Background: an optimization exercise with open tools, aiming at small area, a short achievable clock period and few clock cycles per item. Do not read the settings as production practice.
RTL that was checked went through simulation tests only; none was proved equivalent to the original.

==> flow/design.v (excerpt) <==
module word_tokenizer_fnv1a_hasher_top #(
  parameter int unsigned LENGTH_WIDTH = wtok_pkg::LENGTH_WIDTH_DEF
) (
  input  logic   clk,
  input  logic   rst,
  input  logic   byte_valid,
  output logic   byte_ready,
  input  wtok_pkg::byte_t  byte_data,
  output logic   token_valid,
  input  logic   token_ready,
  output wtok_pkg::token_t token_data
);
For scale: about 660 cells after synthesis, roughly 66 flip-flops, ~65 I/O pins, roughly 6600 um^2 of cells after synthesis.
Settings: LEC_CHECK=0, ABC_CLOCK_PERIOD_IN_PS=3500, CAP_MARGIN=20, CORE_MARGIN=2, CORE_UTILIZATION=40, SETUP_SLACK_MARGIN=3.0, SLEW_MARGIN=20; clock period 6.5 ns.
run.sh (not shown) runs the stock make flow with config.mk's settings and CLKGATE_MAP_FILE= SYNTH_SCRIPT=/design/flow/synth_recipe.tcl, a recipe that flattens the netlist after the stock synthesis.
The starting point went through all stages and came out clean.
Rerun with:
ABC_CLOCK_PERIOD_IN_PS = 3000   (was 3500)
SETUP_SLACK_MARGIN = 1.5   (was 3.0)
The new run finished with timing, DRC and antenna clean.
Synthesized cell count does not change.
Wire length shrinks by 9.1%.
Global-route usage shrinks by 1.4 points.
Final area shrinks by 12%.
Utilization shrinks by 6.6 points.
Maximum frequency shrinks by 6.7%.
Area after synthesis is unchanged.
Count of clock-buffer cells in the layout grows by 1.
Die area does not change.
Rerun with:
ABC_CLOCK_PERIOD_IN_PS = unset   (was 3000)
The new run ran to the end with no violations.
Die area stays the same.
Design area does not change.
Via count is unchanged.
Global-route usage stays the same.
Rerun with:
ABC_CLOCK_PERIOD_IN_PS = 4000   (was unset)
=> The new run completed without violations; cell area does not change; setup slack does not change; global-route usage does not change.
Rerun with:
ABC_CLOCK_PERIOD_IN_PS = unset   (was 4000)
SETUP_SLACK_MARGIN = 2.5   (was 1.5)
Utilization grows by 5.1 points.
Setup slack is better by 410 ps.
Design area grows by about 10%.
Via count grows by 2.7%.
Maximum frequency grows by about 9%.
Cell count grows by about 3.3%.
Clock-buffer cell count shrinks by 1.
Register-to-register slack is better by 410 ps.
Sequential cell count does not change.
Non-clock buffer count grows by 31.
No functional check of the RTL was part of any run of this note.

========
== old ==
word_tokenizer_fnv1a_hasher_top, a different RTL version from the one above (not shown whole).
For scale: roughly 640 cells after synthesis, about 65 I/O pins, roughly 6800 µm² of cells after synthesis.
clock: 6.5 ns
lec_check: 0
cap_margin: 20
core_margin: 2
core_utilization: 40
setup_slack_margin: 1.5
slew_margin: 20
standard.sh (not shown) runs the stock make flow with config.mk's settings and CLKGATE_MAP_FILE= SYNTH_SCRIPT=/design/flow/synth_recipe.tcl, a recipe that flattens the netlist after the stock synthesis.
==> flow/flow/run.sh <==
#!/bin/bash
# Layout flow: the standard flow, with two changes between its steps.
#  1. After the standard synthesis, flow/fapol.py re-chooses the polarity of
#     each full adder cell (a full adder is self-dual) to drop the inverters
#     that Yosys's adder extraction leaves between them. Registers and all
#     other cells are untouched.
#  2. Ports are buffered with sky130_fd_sc_hd__buf_2 instead of the
#     flow's default buffer cell (every port still gets its own buffer).
# Each tool's output goes to a log file of its own in this folder.
set -euo pipefail
R=orfs/results/sky130hd/word_tokenizer_fnv1a_hasher_top/base
bash standard.sh synth > 1_standard_synth.log 2>&1
cp $R/1_2_yosys.v 1_2_yosys.standard.v
python3 flow/fapol.py 1_2_yosys.standard.v $R/1_2_yosys.v > 2_fapol.log 2>&1
touch $R/1_2_yosys.v
bash standard.sh BUFFER_PORTS_ARGS="-buffer_cell sky130_fd_sc_hd__buf_2" finish > 3_standard_finish.log 2>&1
Other scripts of this flow, unchanged in this note and not shown: flow/flow/fapol.py
old reached the end of the flow, and the finished layout is clean on the timing, DRC and antenna checks.
Testbench counts of old, summed over its fixed seeds: cycles 24,023, bytes 24,000.
Here is what was changed in the inputs of new compared with old.
# old
export LEC_CHECK = 0
export CAP_MARGIN = 20
export CORE_MARGIN = 2
export CORE_UTILIZATION = 40
export SETUP_SLACK_MARGIN = 1.5
export SLEW_MARGIN = 20
create_clock -name core_clock -period 6.5 [get_ports {clk}]
# new
export LEC_CHECK = 0
export CAP_MARGIN = 20
export CORE_MARGIN = 2
export CORE_UTILIZATION = 40
export SETUP_SLACK_MARGIN = 3.5
export SLEW_MARGIN = 20
create_clock -name core_clock -period 6.5 [get_ports {clk}]
--- outcome ---
- new finished every step from synthesis to the final layout, and the layout passed the timing, DRC and antenna checks.
- old ended with every stage complete and zero timing, DRC or antenna violations.
- new: non-clock buffer area fraction after layout 6.5 points above old
- [new vs old] number of non-clock inverters: higher in new
- [compare] base=old new=new: number of nets in the final layout went up 69, detailed-routed wire length on met2 went up about 10%, per-cell via count in the routed design went up 0.63%, utilization went up 7.2 points.
- The number of fill cells in the layout in new is 0.931 times that in old.
- Route | new vs old | wire longer in new
- Looking at met2 routing resource usage after global routing across new and old, the one that comes out higher is new.
- Between new and old, it is new whose post-CTS setup repair buffer count is higher, by 47.

========
Another version of the RTL of word_tokenizer_fnv1a_hasher_top (not shown whole).
For scale: about 820 cells after synthesis, roughly 65 I/O pins.
Design word_tokenizer_fnv1a_hasher_top, start of the top module:
module word_tokenizer_fnv1a_hasher_top #(
  parameter int unsigned LENGTH_WIDTH = wtok_pkg::LENGTH_WIDTH_DEF
) (
  input  logic   clk,
  input  logic   rst,
  input  logic   byte_valid,
  output logic   byte_ready,
  input  wtok_pkg::byte_t  byte_data,
  output logic   token_valid,
  input  logic   token_ready,
  output wtok_pkg::token_t token_data
);
  localparam logic [1:0] C_NONE = 2'd0;
  localparam logic [1:0] C_WORD = 2'd1;
  localparam logic [1:0] C_LF   = 2'd2;
  localparam logic [1:0] C_END  = 2'd3;
  logic [1:0]  ib_cls;
  logic        ib_b7;
  logic                    in_word;
  logic [31:0]             hash_r;
  logic [LENGTH_WIDTH-1:0] len_r;
  logic                    last_r;
  logic [1:0]  e_pre;
  logic        w_own;
  logic        e_post;
  logic        rdy_nt;
  logic        rdy_t;
  logic        e_front;
  logic        word_end;
  logic        imm_w;
  logic        take;
  logic        w_now;       
  logic        w_give;      
  logic        ok;
  logic        hash_upd;
  logic        hash_clr;
  ...
clock: 6.5 ns
lec_check: 0
abc_area: 1
cap_margin: 20
core_margin: 2
core_utilization: 40
cts_buf_list: sky130_fd_sc_hd__clkbuf_8
cts_cluster_size: 20
gpl_routability_driven: 0
place_density: 0.7
setup_slack_margin: 2.8
slew_margin: 20
==> flow/flow/run.sh <==
#!/bin/bash
# Layout flow: the standard flow, with two changes between its steps.
#  1. After the standard synthesis, flow/fapol.py re-chooses the polarity of
#     each full adder cell (a full adder is self-dual) to drop the inverters
#     that Yosys's adder extraction leaves between them, and turns an xor2
#     with one inverted input into an xnor2 (or back). Registers and all
#     other cells are untouched.
#  2. Ports are buffered with sky130_fd_sc_hd__buf_1 instead of the
#     flow's default buffer cell (every port still gets its own buffer).
# Each tool's output goes to a log file of its own in this folder.
set -euo pipefail
R=orfs/results/sky130hd/word_tokenizer_fnv1a_hasher_top/base
bash standard.sh synth > 1_standard_synth.log 2>&1
cp $R/1_2_yosys.v 1_2_yosys.standard.v
python3 flow/fapol.py 1_2_yosys.standard.v $R/1_2_yosys.v > 2_fapol.log 2>&1
touch $R/1_2_yosys.v
bash standard.sh BUFFER_PORTS_ARGS="-buffer_cell sky130_fd_sc_hd__buf_1" finish > 3_standard_finish.log 2>&1
Other scripts of this flow, unchanged in this note and not shown: flow/flow/fapol.py
Testbench counts at the start, summed over its fixed seeds: cycles 24,016, bytes 24,000.
Then changed:
GPL_ROUTABILITY_DRIVEN = not set   (was 0)
PLACE_DENSITY = not set   (was 0.7)
SETUP_SLACK_MARGIN = 2.5   (was 2.8)
What happened: The changed run completed with no timing, DRC or antenna violations; critical path depth came out lower by 2; synthesized area stays the same.

========
== red ==
word_tokenizer_fnv1a_hasher_top, a different RTL version from the one above (not shown whole).
For scale: about 66 flip-flops, ~65 I/O pins.
make LEC_CHECK=0 CAP_MARGIN=20 CORE_MARGIN=2 CORE_UTILIZATION=40 SLEW_MARGIN=20 finish   # period 6.5 ns
run.sh (not shown) runs the stock make flow with config.mk's settings and CLKGATE_MAP_FILE= SYNTH_SCRIPT=/design/flow/synth_recipe.tcl, a recipe that flattens the netlist after the stock synthesis.
Stock flow here: none of the scripts above is used.
Inputs modified between red and blue:
Settings: SETUP_SLACK_MARGIN now 2.5, previously not set.
Results
Per the final summary, blue finished and its layout is clean on timing, DRC and antenna.
Going from red to blue, utilization of the core after routing went up 5.2 points, sum of routed wire segments on met1 rose about 4%.
Diff red -> blue | depth of the most critical reg-to-reg path | increase of 1
Placement-stage cell area (lower): red
Compared with red, in blue post-synthesis to final-layout area growth rose by 13 points, wire length went up, sequential cell count neither gained nor lost much, detailed-route via count climbed 131.
Diff red -> blue | minimum period implied by the final worst setup slack | decrease of 1.04 ns
Between red and blue, length of routed met2 wiring increased.
Input changes introduced in green (baseline for comparison: blue):
Settings: changing SETUP_SLACK_MARGIN from 2.5 to 1.5.
Findings:
Via total after detailed routing (green vs. blue) decreases by a few percent
Compared with blue, green shows a clock buffer instance count of the final layout that is 2 lower.
green against blue: cell count fell 37; final period utilization rose 6.5 points; non-clock buffer instance count of the final layout fell about 34%.
No run of this note included a check of the RTL's function; only the layout flow was run.

========
Setup of north:
Another version of the RTL of word_tokenizer_fnv1a_hasher_top (not shown whole).
Size: ~690 cells after synthesis.
export LEC_CHECK = 0
export CAP_MARGIN = 20
export CORE_MARGIN = 2
export CORE_UTILIZATION = 40
export SETUP_SLACK_MARGIN = 3.0
export SLEW_MARGIN = 20
create_clock -name core_clock -period 6.5 [get_ports {clk}]
standard.sh (not shown) runs the stock make flow with config.mk's settings and CLKGATE_MAP_FILE= SYNTH_SCRIPT=/design/flow/synth_recipe.tcl, a recipe that flattens the netlist after the stock synthesis.
==> flow/flow/run.sh <==
#!/bin/bash
# Layout flow: the standard flow, with two changes between its steps.
#  1. After the standard synthesis, flow/fapol.py re-chooses the polarity of
#     each full adder cell (a full adder is self-dual) to drop the inverters
#     that Yosys's adder extraction leaves between them. Registers and all
#     other cells are untouched.
#  2. Ports are buffered with sky130_fd_sc_hd__buf_2 instead of the
#     flow's default buffer cell (every port still gets its own buffer).
# Each tool's output goes to a log file of its own in this folder.
set -euo pipefail
R=orfs/results/sky130hd/word_tokenizer_fnv1a_hasher_top/base
bash standard.sh synth > 1_standard_synth.log 2>&1
cp $R/1_2_yosys.v 1_2_yosys.standard.v
python3 flow/fapol.py 1_2_yosys.standard.v $R/1_2_yosys.v > 2_fapol.log 2>&1
touch $R/1_2_yosys.v
bash standard.sh BUFFER_PORTS_ARGS="-buffer_cell sky130_fd_sc_hd__buf_2" finish > 3_standard_finish.log 2>&1
Other scripts of this flow, unchanged in this note and not shown: flow/flow/fapol.py
north has completed all stages; timing, DRC and antenna checks passed.
Testbench counts of north, summed over its fixed seeds: cycles 24,016, bytes 24,000.
> inputs changed (north -> south)
# north
export LEC_CHECK = 0
export CAP_MARGIN = 20
export CORE_MARGIN = 2
export CORE_UTILIZATION = 40
export SETUP_SLACK_MARGIN = 3.0
export SLEW_MARGIN = 20
create_clock -name core_clock -period 6.5 [get_ports {clk}]
# south
export LEC_CHECK = 0
export CAP_MARGIN = 20
export CORE_MARGIN = 2
export CORE_UTILIZATION = 40
export SETUP_SLACK_MARGIN = 2.5
export SLEW_MARGIN = 20
create_clock -name core_clock -period 6.5 [get_ports {clk}]
[summary]
south vs. north: portion of the clock cycle consumed by the worst path in the final layout saw an increase, worst reg-to-reg setup slack now sits lower, via count fell 161, wire length the detailed router placed on met1 now sits lower. Sort north and south by count of clock buffers in the final design, descending, and north comes first. The global-route track usage on met1 in south sits 0.96 points below the value recorded for north. Most common cell after layout, fill and taps aside = sky130_fd_sc_hd__fa_1: south; most common cell after layout, fill and taps aside = sky130_fd_sc_hd__nor2_1: north.
What east does differently from south at the input level:
--- a/flow/flow/run.sh
+++ b/flow/flow/run.sh
@@ -15,2 +15,2 @@
 touch $R/1_2_yosys.v
-bash standard.sh BUFFER_PORTS_ARGS="-buffer_cell sky130_fd_sc_hd__buf_2" finish > 3_standard_finish.log 2>&1
+bash standard.sh BUFFER_PORTS_ARGS="-buffer_cell sky130_fd_sc_hd__buf_1" finish > 3_standard_finish.log 2>&1
## What came out
When the final numbers for south and east were put side by side, the hold slack turned out to be smaller in south.
On final area: between south and east, it ends up lower for east.
Cell count across south and east: no real change.

## re-timing with driven ports
The results above use ideal ports. As a check the final layouts listed here were re-extracted and re-timed, cells and wires unchanged. Step 1 sets driving cells, clkbuf_16 on the clock port and buf_2 on the other inputs (assumed; they add their load-dependent delay and slew). Step 2, shift: input delay + t, output delay - t, t = (earliest + latest rising clock arrival at the registers) / 2. This alone moves slack from input paths to output paths. Slacks: no drivers / after step 1 / after step 2; pairs: no drivers / after step 1.
run | t (ns) | setup WS [ns] | worst setup path after step 2 | worst register clock-pin slew, ns | worst slew at a driven data input, ns
the first run of note 1 | 0.387 | 2.034 / 2.034 / 2.034 | register to register | 0.06 / 0.06 | 0.03
the second run of note 1 | 0.383 | 1.715 / 1.715 / 1.715 | register to register | 0.06 / 0.06 | 0.04
the third run of note 1 | 0.383 | 1.715 / 1.715 / 1.715 | register to register | 0.06 / 0.06 | 0.04
the fourth run of note 1 | 0.383 | 1.715 / 1.715 / 1.715 | register to register | 0.06 / 0.06 | 0.04
the fifth run of note 1 | 0.379 | 2.130 / 2.130 / 2.130 | register to register | 0.06 / 0.06 | 0.03
old | 0.377 | 1.807 / 1.807 / 1.807 | register to register | 0.07 / 0.07 | 0.03
new | 0.381 | 2.321 / 2.321 / 2.321 | register to register | 0.06 / 0.06 | 0.05
the first run of note 3 | 0.397 | 2.897 / 2.897 / 2.871 | input to register | 0.08 / 0.08 | 0.03
the second run of note 3 | 0.404 | 2.702 / 2.702 / 2.702 | register to register | 0.08 / 0.08 | 0.03
red | 0.383 | 1.182 / 1.182 / 1.182 | register to register | 0.06 / 0.06 | 0.03
blue | 0.381 | 2.222 / 2.222 / 2.222 | register to register | 0.06 / 0.06 | 0.03
green | 0.381 | 1.798 / 1.798 / 1.798 | register to register | 0.06 / 0.06 | 0.03
north | 0.395 | 2.661 / 2.661 / 2.661 | register to register | 0.07 / 0.07 | 0.03
south | 0.386 | 2.618 / 2.618 / 2.618 | register to register | 0.06 / 0.06 | 0.03
east | 0.385 | 2.599 / 2.599 / 2.599 | register to register | 0.06 / 0.06 | 0.03
After both steps every run listed still meets setup and hold. For the first run of note 3, which loses most, drivers alone change the setup slack by 0.000 ns; drivers and shift together by -0.026 ns.
